Source: an optimization exercise on an open RTL-to-GDS flow (aim: small area). Production flows keep margins and buffers that such runs may drop. In this exercise RTL edits were held to simulation tests only and were not proved equivalent to the original. Power is estimated from default activity; no workload was simulated.

==> 02-01: inputs <==
// cfg_commit_ctrl
module cfg_commit_ctrl
#(
    parameter int unsigned NREGS       = efi_cfg_pkg::NUM_REGS,
    parameter int unsigned TIMEOUT_CYC = 1000000
) (
    input  logic                   clk,
    input  logic                   rst_n,
    input  logic                   wr_en,
    input  logic [3:0]             wr_addr,
    input  logic [15:0]            wr_data,
    input  logic                   commit_req,
    input  logic                   abort,
    input  logic                   synced,
    input  logic                   trigger,
    input  logic [5:0]             outputs_busy,
    output logic [NREGS*16-1:0]    active_regs,
    output logic                   shadow_dirty,
    output logic                   commit_pending,
    output logic                   commit_done,
    output logic                   commit_err,
    output logic [2:0]             err_code
);
Settings: LEC_CHECK=0, CAP_MARGIN=20, CORE_MARGIN=2, CORE_UTILIZATION=40, CTS_CLUSTER_DIAMETER=70, CTS_CLUSTER_SIZE=32, SLEW_MARGIN=20; clock period 10.0 ns.
run.sh (not shown) runs the stock make flow with config.mk's settings and CLKGATE_MAP_FILE= SYNTH_SCRIPT=/design/flow/synth_recipe.tcl, a recipe that flattens the netlist after the stock synthesis.
==> 12-12: changes against 02-01 <==
Settings changed: CTS_CLUSTER_DIAMETER 70 to unset, CTS_CLUSTER_SIZE 32 to unset.
==> 05-16: changes against 02-01 <==
Settings changed: CTS_BUF_LIST set to sky130_fd_sc_hd__clkbuf_4, CTS_CLUSTER_DIAMETER 70 to unset, CTS_CLUSTER_SIZE 32 to unset.
==> results.txt <==
The highest fmax belongs to 12-12, the lowest to 05-16. Sequential share of layout area: 02-01 > 05-16 > 12-12. The highest clock power belongs to 12-12, the lowest to 02-01. The highest power belongs to 12-12, the lowest to 02-01. In non-clock buffer count, 02-01 and 05-16 do not differ. Of 02-01 and 12-12, 12-12 has the higher register-to-register slack (gap 0.04 ns).
==> figures <==
|  | 05-16 | 02-01 | 12-12 |
|---|---|---|---|
| Result of the run | finished clean | finished clean | finished clean |
| Met3 layer wire length in the routed design | 5.98 mm | 5.28 mm | 5.34 mm |
| Clock H-tree levels | 4 | 1 | 2 |
| Cell leakage power | 10.7 nW | 10.2 nW | 10.6 nW |
| Utilization after layout | 50.4% | 49.1% | 50.4% |
| CP max stage delay | 0.81 ns | 0.82 ns | 0.80 ns |
| Share of final-layout standard cells stronger than drive strength 1 | 12.1% | 5.21% | 6.59% |
| Gate power share | 4.8% | 5.3% | 4.6% |
| Worst setup margin | 3.69 ns | 3.72 ns | 3.77 ns |
| Total of fill cells in the finished design | 4913 | 4869 | 4815 |
| Multi-input gate share of the layout cell area | 35.2% | 36.1% | 35.1% |
| Power Density | 163 mW/mm² | 150 mW/mm² | 167 mW/mm² |
| Relative slew margins | 28.1% | 29.0% | 28.3% |

==> umber: inputs <==
cfg_commit_ctrl, a different RTL version from the one above (not shown whole).
export LEC_CHECK = 0
export CAP_MARGIN = 20
export CORE_MARGIN = 2
export CORE_UTILIZATION = 70
export CTS_BUF_LIST = sky130_fd_sc_hd__clkbuf_4
export CTS_CLUSTER_DIAMETER = 40
export CTS_CLUSTER_SIZE = 10
export SLEW_MARGIN = 20
create_clock -name core_clock -period 10.0 [get_ports {clk}]
standard.sh (not shown) runs the stock make flow with config.mk's settings and CLKGATE_MAP_FILE= SYNTH_SCRIPT=/design/flow/synth_recipe.tcl, a recipe that flattens the netlist after the stock synthesis.
==> flow/flow/run.sh <==
#!/bin/bash
# The standard layout with these changes:
#  - each port is buffered by the smallest buffer cell (buf_1);
#  - clock tree synthesis uses clkbuf_4 and adds no dummy loads (its other
#    arguments are the standard ones, with config.mk's cluster size and diameter);
#  - after the standard synthesis (registers and adders untouched):
#      flow/fa_polarity.py picks the polarity of each full adder and of the
#      AND/NAND gates feeding them so that fewer inverters are needed;
#      flow/remap.ys re-maps the other combinational cells with an area-oriented
#      ABC script (a 20-second &deepsyn, then area-oriented mapping), three
#      times with different seeds, keeping the smallest result;
#      flow/fa_polarity.py runs once more on the result.
#    Each step keeps the logic function and the registers.
set -euo pipefail
export BUFFER_PORTS_ARGS="-buffer_cell sky130_fd_sc_hd__buf_1"
export CTS_ARGS="-sink_clustering_enable -repair_clock_nets -sink_clustering_size 10 -sink_clustering_max_diameter 40 -dont_use_dummy_load -buf_list sky130_fd_sc_hd__clkbuf_4"
R=orfs/results/${FLOW_PLATFORM}/cfg_commit_ctrl/base
LIB=${FLOW_HOME}/platforms/${FLOW_PLATFORM}/lib/sky130_fd_sc_hd__tt_025C_1v80.lib
YOSYS=${FLOW_HOME}/../tools/install/yosys/bin/yosys
[[ -x "$YOSYS" ]] || YOSYS=yosys
bash standard.sh synth > flow_synth.log 2>&1
cp "$R/1_2_yosys.v" synth_standard.v
python3 flow/fa_polarity.py synth_standard.v remap_in.v > fa_polarity.log 2>&1
best=""
best_area=""
for seed in 1 2 3; do
  sed -e "s|-T 20|-T 20 -S $seed|" flow/remap.abc > "remap_$seed.abc"
  sed -e "s|{LIB}|$LIB|g" -e "s|{TOP}|$FLOW_TOP|g" -e "s|flow/remap.abc|remap_$seed.abc|" \
      -e "s|remap_out.v|remap_out_$seed.v|" -e "s|remap_stat.txt|remap_stat_$seed.txt|" \
      flow/remap.ys > "remap_run_$seed.ys"
  "$YOSYS" -s "remap_run_$seed.ys" > "remap_$seed.log" 2>&1
  area=$(sed -nE "s/.*Chip area for module .*: ([0-9.]+).*/\1/p" "remap_stat_$seed.txt")
  echo "seed $seed: area $area" >> remap_choice.log
  if [[ -z "$best" ]] || awk -v a="$area" -v b="$best_area" 'BEGIN { exit !(a < b) }'; then
    best=$seed
    best_area=$area
  fi
done
echo "kept seed $best" >> remap_choice.log
python3 flow/fa_polarity.py "remap_out_$best.v" "$R/1_2_yosys.v" >> fa_polarity.log 2>&1
rm -f "$R/1_synth.odb" "$R/1_synth.sdc"
bash standard.sh > flow_standard.log 2>&1
==> flow/flow/remap.abc <==
strash
&get -n
&st
&deepsyn -T 20
&dch
&nf -a
&put
topo
Other scripts of this flow, unchanged in this note and not shown: flow/flow/fa_polarity.py, flow/flow/remap.ys
==> pepper (differences from umber) <==
==> flow/flow/run.sh (replaced) <==
#!/bin/bash
# The standard layout with these changes:
#  - each port is buffered by the smallest buffer cell (buf_1);
#  - clock tree synthesis uses clkbuf_8 and adds no dummy loads (its other
#    arguments are the standard ones, with config.mk's cluster size and diameter);
#  - after the standard synthesis (registers and adders untouched):
#      flow/fa_polarity.py picks the polarity of each full adder and of the
#      AND/NAND gates feeding them so that fewer inverters are needed;
#      flow/remap.ys re-maps the other combinational cells with an area-oriented
#      ABC script;
#      flow/fa_polarity.py runs once more on the result.
#    Each step keeps the logic function and the registers.
set -euo pipefail
export BUFFER_PORTS_ARGS="-buffer_cell sky130_fd_sc_hd__buf_1"
export CTS_ARGS="-sink_clustering_enable -repair_clock_nets -sink_clustering_size 16 -sink_clustering_max_diameter 50 -dont_use_dummy_load -buf_list sky130_fd_sc_hd__clkbuf_8"
R=orfs/results/${FLOW_PLATFORM}/cfg_commit_ctrl/base
LIB=${FLOW_HOME}/platforms/${FLOW_PLATFORM}/lib/sky130_fd_sc_hd__tt_025C_1v80.lib
YOSYS=${FLOW_HOME}/../tools/install/yosys/bin/yosys
[[ -x "$YOSYS" ]] || YOSYS=yosys
bash standard.sh synth > flow_synth.log 2>&1
cp "$R/1_2_yosys.v" synth_standard.v
python3 flow/fa_polarity.py synth_standard.v remap_in.v > fa_polarity.log 2>&1
sed -e "s|{LIB}|$LIB|g" -e "s|{TOP}|$FLOW_TOP|g" flow/remap.ys > remap_run.ys
"$YOSYS" -s remap_run.ys > remap.log 2>&1
python3 flow/fa_polarity.py remap_out.v "$R/1_2_yosys.v" >> fa_polarity.log 2>&1
rm -f "$R/1_synth.odb" "$R/1_synth.sdc"
bash standard.sh > flow_standard.log 2>&1
==> flow/flow/remap.abc (replaced) <==
strash
&get -n
&st
&dch
&nf -a
&put
topo
--- a/flow/config.mk
+++ b/flow/config.mk
@@ -8,7 +8,7 @@
 export CAP_MARGIN = 20
 export CORE_MARGIN = 2
-export CORE_UTILIZATION = 70
-export CTS_BUF_LIST = sky130_fd_sc_hd__clkbuf_4
-export CTS_CLUSTER_DIAMETER = 40
-export CTS_CLUSTER_SIZE = 10
+export CORE_UTILIZATION = 60
+export CTS_BUF_LIST = sky130_fd_sc_hd__clkbuf_8
+export CTS_CLUSTER_DIAMETER = 50
+export CTS_CLUSTER_SIZE = 16
 export SLEW_MARGIN = 20
==> garnet (differences from umber) <==
==> flow/flow/run.sh (replaced) <==
#!/bin/bash
# The standard layout with these changes:
#  - each port is buffered by the smallest buffer cell (buf_1);
#  - clock tree synthesis uses clkbuf_8 and adds no dummy loads (its other
#    arguments are the standard ones, with config.mk's cluster size and diameter);
#  - after the standard synthesis (registers and adders untouched):
#      flow/fa_polarity.py picks the polarity of each full adder and of the
#      AND/NAND gates feeding them so that fewer inverters are needed;
#      flow/remap.ys re-maps the other combinational cells with an area-oriented
#      ABC script (a 20-second &deepsyn, then area-oriented mapping);
#      flow/fa_polarity.py runs once more on the result.
#    Each step keeps the logic function and the registers.
set -euo pipefail
export BUFFER_PORTS_ARGS="-buffer_cell sky130_fd_sc_hd__buf_1"
export CTS_ARGS="-sink_clustering_enable -repair_clock_nets -sink_clustering_size 16 -sink_clustering_max_diameter 50 -dont_use_dummy_load -buf_list sky130_fd_sc_hd__clkbuf_8"
R=orfs/results/${FLOW_PLATFORM}/cfg_commit_ctrl/base
LIB=${FLOW_HOME}/platforms/${FLOW_PLATFORM}/lib/sky130_fd_sc_hd__tt_025C_1v80.lib
YOSYS=${FLOW_HOME}/../tools/install/yosys/bin/yosys
[[ -x "$YOSYS" ]] || YOSYS=yosys
bash standard.sh synth > flow_synth.log 2>&1
cp "$R/1_2_yosys.v" synth_standard.v
python3 flow/fa_polarity.py synth_standard.v remap_in.v > fa_polarity.log 2>&1
sed -e "s|{LIB}|$LIB|g" -e "s|{TOP}|$FLOW_TOP|g" flow/remap.ys > remap_run.ys
"$YOSYS" -s remap_run.ys > remap.log 2>&1
python3 flow/fa_polarity.py remap_out.v "$R/1_2_yosys.v" >> fa_polarity.log 2>&1
rm -f "$R/1_synth.odb" "$R/1_synth.sdc"
bash standard.sh > flow_standard.log 2>&1
--- a/flow/config.mk
+++ b/flow/config.mk
@@ -9,6 +9,7 @@
 export CORE_MARGIN = 2
 export CORE_UTILIZATION = 70
-export CTS_BUF_LIST = sky130_fd_sc_hd__clkbuf_4
-export CTS_CLUSTER_DIAMETER = 40
-export CTS_CLUSTER_SIZE = 10
+export CTS_BUF_LIST = sky130_fd_sc_hd__clkbuf_8
+export CTS_CLUSTER_DIAMETER = 50
+export CTS_CLUSTER_SIZE = 16
+export GPL_TIMING_DRIVEN = 0
 export SLEW_MARGIN = 20
==> reports/metrics.yaml <==
status: "timing/DRC/antenna clean"
instances_no_fill: 2247
gp_congestion: 0.9224
hold_path_end: "tmo[16]"
reg2reg_to: "err_code[2]"
cp_max_fo: 17
insertion_delay_ns: 0.59
postSynthAreaPerCell_um2: 12.47
That was pepper.
==> reports/metrics.yaml <==
insertion_delay_ns: 0.77
highest_layer: "met4"
instances_no_fill: 2180
gp_congestion: 0.9203
status: "timing/DRC/antenna clean"
critPathRequiredTime_ns: 10.66
hold_path_end: "tmo[8]"
postSynthAreaPerCell_um2: 12.48
That was umber.
==> reports/metrics.yaml <==
gp_congestion: 0.9109
final_common_cell: "dfxtp_1"
instances_no_fill: 2140
status: "timing/DRC/antenna clean"
insertion_delay_ns: 0.58
hold_path_end: "tmo[8]"
cp_max_fo: 20
reg2reg_to: "err_code[2]"
fp.dieW_um: 165.5
drv_cap: 0
critPathBufInv: 0
postSynthAreaPerCell_um2: 12.51
That was garnet.

re-timing with driven ports:
In the flow no input, the clock included, has a driving cell. The finished layouts below were timed again as built, in two steps.
Step 1: set_driving_cell puts a clkbuf_16 on clk and a buf_2 on each other input, an assumption about the parent block.
Step 2 also shifts input and output timing later by t, the mid clock arrival at the registers, as if the neighbouring blocks saw the same clock.
Three values: ideal ports, drivers, drivers and shift; two values: the first two.
run	t, ns	slack for setup (ns)	hold slack, ns	worst register clock-pin slew, ns
02-01	0.694	3.722 / 3.722 / 3.722	0.419 / 0.419 / 0.419	0.12 / 0.12
12-12	0.665	3.765 / 3.765 / 3.765	0.413 / 0.413 / 0.413	0.07 / 0.07
05-16	1.002	3.693 / 3.693 / 3.693	0.416 / 0.416 / 0.416	0.08 / 0.08
umber	0.747	3.772 / 3.772 / 3.772	0.386 / 0.386 / 0.386	0.11 / 0.11
pepper	0.609	3.265 / 3.265 / 3.265	0.404 / 0.404 / 0.404	0.10 / 0.10
garnet	0.594	3.620 / 3.620 / 3.620	0.368 / 0.368 / 0.368	0.10 / 0.10
After both steps every run listed still meets setup and hold.
